From an optimization exercise on the open Yosys and OpenROAD flow, aimed at small area, a short achievable clock period and few clock cycles per item; shortcuts taken in it are not production practice.
The RTL was checked by simulation tests, not by an equivalence proof against the original design.
Power is estimated from default activity; no workload was simulated.

==> flow/design.v (excerpt) <==
module snake_body_engine #(
   parameter int MAX_LEN  = 128,
   parameter int X_W      = 8,
   parameter int Y_W      = 7,
   parameter int GRID_W   = 160,
   parameter int GRID_H   = 120,
   parameter int INIT_LEN = 10,
   parameter int INIT_X   = 80,
   parameter int INIT_Y   = 60,
   localparam int LW      = $clog2(MAX_LEN + 1)
) (
   input  logic           clock,
   input  logic           resetn,
   input  logic           step,
   input  logic           dir_valid,
   input  logic [1:0]     dir_in,
   input  logic           grow_valid,
   input  logic [3:0]     grow_amt,
   input  logic [LW-1:0]  rd_idx,
   output logic [X_W-1:0] rd_x,
   output logic [Y_W-1:0] rd_y,
   output logic           rd_valid,
   output logic [X_W-1:0] head_x,
   output logic [Y_W-1:0] head_y,
   output logic [LW-1:0]  length,
   output logic           busy,
   output logic           step_done,
   output logic           endgame
);
clock: 10.0 ns
lec_check: 0
abc_area: 1
cap_margin: 40
core_margin: 2
core_utilization: 35
setup_slack_margin: 4
slew_margin: 40
run.sh (not shown) runs the stock make flow with config.mk's settings and CLKGATE_MAP_FILE= SYNTH_SCRIPT=/design/flow/synth_recipe.tcl, a recipe that flattens the netlist after the stock synthesis.
The starting point completed without violations.
Testbench counts at the start, summed over its fixed seeds: cycles 3,212, steps 3,200.
Next try:
--- a/flow/config.mk
+++ b/flow/config.mk
@@ -8 +7,0 @@
-export ABC_AREA = 1
@@ -11 +10 @@
-export CORE_UTILIZATION = 35
+export CORE_UTILIZATION = 50
The changed run died in global routing with GRT-0232.
Synthesized cell count went down by 28%.
Synthesized area went down by 2.3%.

========
raven:
Another version of the RTL of snake_body_engine (not shown whole).
Size: roughly 7,300 cells after synthesis, about 2,000 flip-flops, roughly 61 I/O pins.
==> flow/config.mk <==
export PLATFORM = sky130hd
export DESIGN_NAME = snake_body_engine
export DESIGN_NICKNAME = snake_body_engine
export VERILOG_FILES = /design/flow/design.v
export SDC_FILE = /design/flow/constraint.sdc
export NUM_CORES = 4
export LEC_CHECK = 0
export ABC_AREA = 1
export CAP_MARGIN = 10
export CORE_MARGIN = 2
export CORE_UTILIZATION = 45
export SETUP_SLACK_MARGIN = 4
export SLEW_MARGIN = 10
==> flow/constraint.sdc <==
create_clock -name core_clock -period 10.0 [get_ports {clock}]
set_input_delay 2.0000 -clock core_clock [delete_from_list [all_inputs] [get_ports {clock}]]
set_output_delay 2.0000 -clock core_clock [all_outputs]
set_load 0.01 [all_outputs]
standard.sh (not shown) runs the stock make flow with config.mk's settings and CLKGATE_MAP_FILE= SYNTH_SCRIPT=/design/flow/synth_recipe.tcl, a recipe that flattens the netlist after the stock synthesis.
==> flow/flow/run.sh <==
#!/bin/bash
cp standard.sh standard.sh.txt
export CTS_ARGS="-sink_clustering_enable -repair_clock_nets -dont_use_dummy_load"
bash standard.sh > standard.log 2>&1
Testbench counts of raven, summed over its fixed seeds: cycles 3,212, steps 3,200.
[inputs] fjord vs raven
- swapping 10 for 40 in SLEW_MARGIN
- putting PLACE_DENSITY at 0.7 where nothing was set
- swapping 45 for 50 in CORE_UTILIZATION
- swapping 10 for 40 in CAP_MARGIN
==> flow/flow/run.sh <==
#!/bin/bash
set -e
W=$PWD
cat > $W/flow_synth.tcl <<T
proc abc {args} {
  set i [lsearch -exact \$args -script]
  if {\$i >= 0} { set args [lreplace \$args \$i [expr {\$i + 1}] -script $W/flow/abc_map.script] }
  yosys abc {*}\$args
}
source $W/synth_recipe.tcl
T
export CTS_ARGS="-sink_clustering_enable -repair_clock_nets -dont_use_dummy_load -sink_clustering_size 25 -sink_clustering_max_diameter 60"
bash standard.sh SYNTH_SCRIPT=$W/flow_synth.tcl MATCH_CELL_FOOTPRINT=0 finish > standard.log 2>&1
==> flow/flow/abc_map.script (new file) <==
strash
&get -n
&fraig -x
&put
scorr
dc2
dretime
strash
&get -n
&dch -f
&nf
&put
==> results.txt <==
Compared to raven, fjord has initial antenna violation count 26 higher. Detailed-route vias per instance was higher in the run labelled fjord. fjord | status: complete | timing, DRC, antenna: pass. In the tables for fjord and raven, met1 capacity usage during global routing reads higher with fjord. Diff raven -> fjord: number of instances on the worst hold path saw little to no change, internal power of the cells now smaller, final number of setup-violating endpoints has remained practically unchanged, clock skew rose by 0.029 ns. Switching power total up 10% in fjord wrt raven.
Changes in garnet relative to fjord:
- PLACE_DENSITY removed (was 0.7)
- CTS_CLUSTER_SIZE newly set to 40
- CORE_UTILIZATION changed from 50 to 45
- CTS_CLUSTER_DIAMETER newly set to 120
==> flow/flow/run.sh <==
#!/bin/bash
cp standard.sh standard.sh.txt
export CTS_ARGS="-sink_clustering_enable -repair_clock_nets -dont_use_dummy_load"
bash standard.sh > standard.log 2>&1
removed: flow/flow/abc_map.script
Findings:
Comparing garnet and fjord, the higher clock-buffer cell count was measured on garnet. Diff garnet and fjord: number of distinct library cells after synthesis higher in fjord. Relative to fjord, sequential share of power has gone down in garnet.
For harbor, these inputs were changed with respect to garnet:
- SETUP_SLACK_MARGIN now 3, was 4
- CTS_CLUSTER_SIZE no longer set, was 40
- CTS_CLUSTER_DIAMETER no longer set, was 120
==> flow/flow/run.sh <==
#!/bin/bash
set -e
W=$PWD
cat > $W/flow_synth.tcl <<T
proc abc {args} {
  set i [lsearch -exact \$args -script]
  if {\$i >= 0} { set args [lreplace \$args \$i [expr {\$i + 1}] -script $W/flow/abc_map.script] }
  yosys abc {*}\$args
}
source $W/synth_recipe.tcl
T
export CTS_ARGS="-sink_clustering_enable -repair_clock_nets -dont_use_dummy_load -sink_clustering_size 25 -sink_clustering_max_diameter 60"
bash standard.sh SYNTH_SCRIPT=$W/flow_synth.tcl MATCH_CELL_FOOTPRINT=0 finish > standard.log 2>&1
==> flow/flow/abc_map.script (new file) <==
strash
&get -n
&fraig -x
&put
scorr
dc2
dretime
strash
&get -n
&dch -f
&nf
&put
### Flow results
The flow did not stop early for garnet: all stages ran, and the layout cleared the timing, design-rule and antenna checks.
harbor: no failed stages, no open violations at the end
Relative to garnet, global-route usage increased by 16 points in harbor.
Comparing number of buffers added by the clock tree synthesis step for garnet and harbor, the smaller number came from harbor.
garnet and harbor ended up with nearly the same area occupied by registers.
Cmp harbor vs garnet: die area lower in harbor
Relative to garnet, portion of the layout cell area used by clock cells decreased by 1.3 points in harbor.
Taking garnet as the reference, in harbor routed wire length now sits higher, layout net count now sits lower.
#### Input delta (cedar over harbor)
- swapping 3 for 4 in SETUP_SLACK_MARGIN
- putting ABC_CLOCK_PERIOD_IN_PS at 2000 where nothing was set
==> flow/flow/run.sh <==
#!/bin/bash
cp standard.sh standard.sh.txt
export CTS_ARGS="-sink_clustering_enable -repair_clock_nets -dont_use_dummy_load"
bash standard.sh > standard.log 2>&1
removed: flow/flow/abc_map.script
Results
Relative to harbor, cedar degrades area of the die.
Relative to harbor, buffer count excluding the clock tree in the final layout decreased by 236 in cedar.
The register share of the cell area in cedar sits 3.8 points below the value recorded for harbor.
Combinational power went up by a few percent going from harbor to cedar.
cedar vs. harbor: fraction of the mapped netlist area in adder cells essentially unchanged; hold slack -0.0077 ns; net switching power went down 7.6%.
cedar against harbor: number of gates given a new drive strength after cts picked up an extra 128; utilization after layout decreased 1.3 points.
Higher compound-cell area share of the yosys netlist was reported by harbor, not cedar.

[port drivers added, routing unchanged]
The flow's constraints put no driver on any port. The routed layouts listed below were extracted and timed again, unchanged, in two steps. Step 1, drivers: a clkbuf_16 drives clock and a buf_2 each remaining input, both assumed. Step 2 times the ports against the registers' clock, not the clock port: input delays grow and output delays shrink by t, the midpoint of the rising clock arrivals with the driver on. Three values: ideal ports, drivers, drivers and shift; two values: the first two.
run	shift t [ns]	slack for setup (ns)	latest minus earliest clock arrival (ns)	worst register clock-pin slew, ns	cell pins on the clock port's net
the first run of note 1	0.956	2.669 / 2.478 / 2.478	0.090 / 0.090	0.07 / 0.07	1
raven	0.939	2.695 / 2.606 / 2.606	0.080 / 0.080	0.07 / 0.07	1
fjord	0.867	2.065 / 1.894 / 1.894	0.106 / 0.107	0.10 / 0.10	1
garnet	0.925	2.536 / 2.466 / 2.466	0.083 / 0.084	0.06 / 0.06	1
harbor	0.926	2.519 / 2.465 / 2.204	0.097 / 0.097	0.10 / 0.10	1
cedar	0.925	2.536 / 2.466 / 2.466	0.083 / 0.084	0.06 / 0.06	1
After both steps every run listed still meets setup and hold. The setup slack of harbor, which loses most, moves by -0.054 ns with the drivers and by -0.315 ns with both steps.
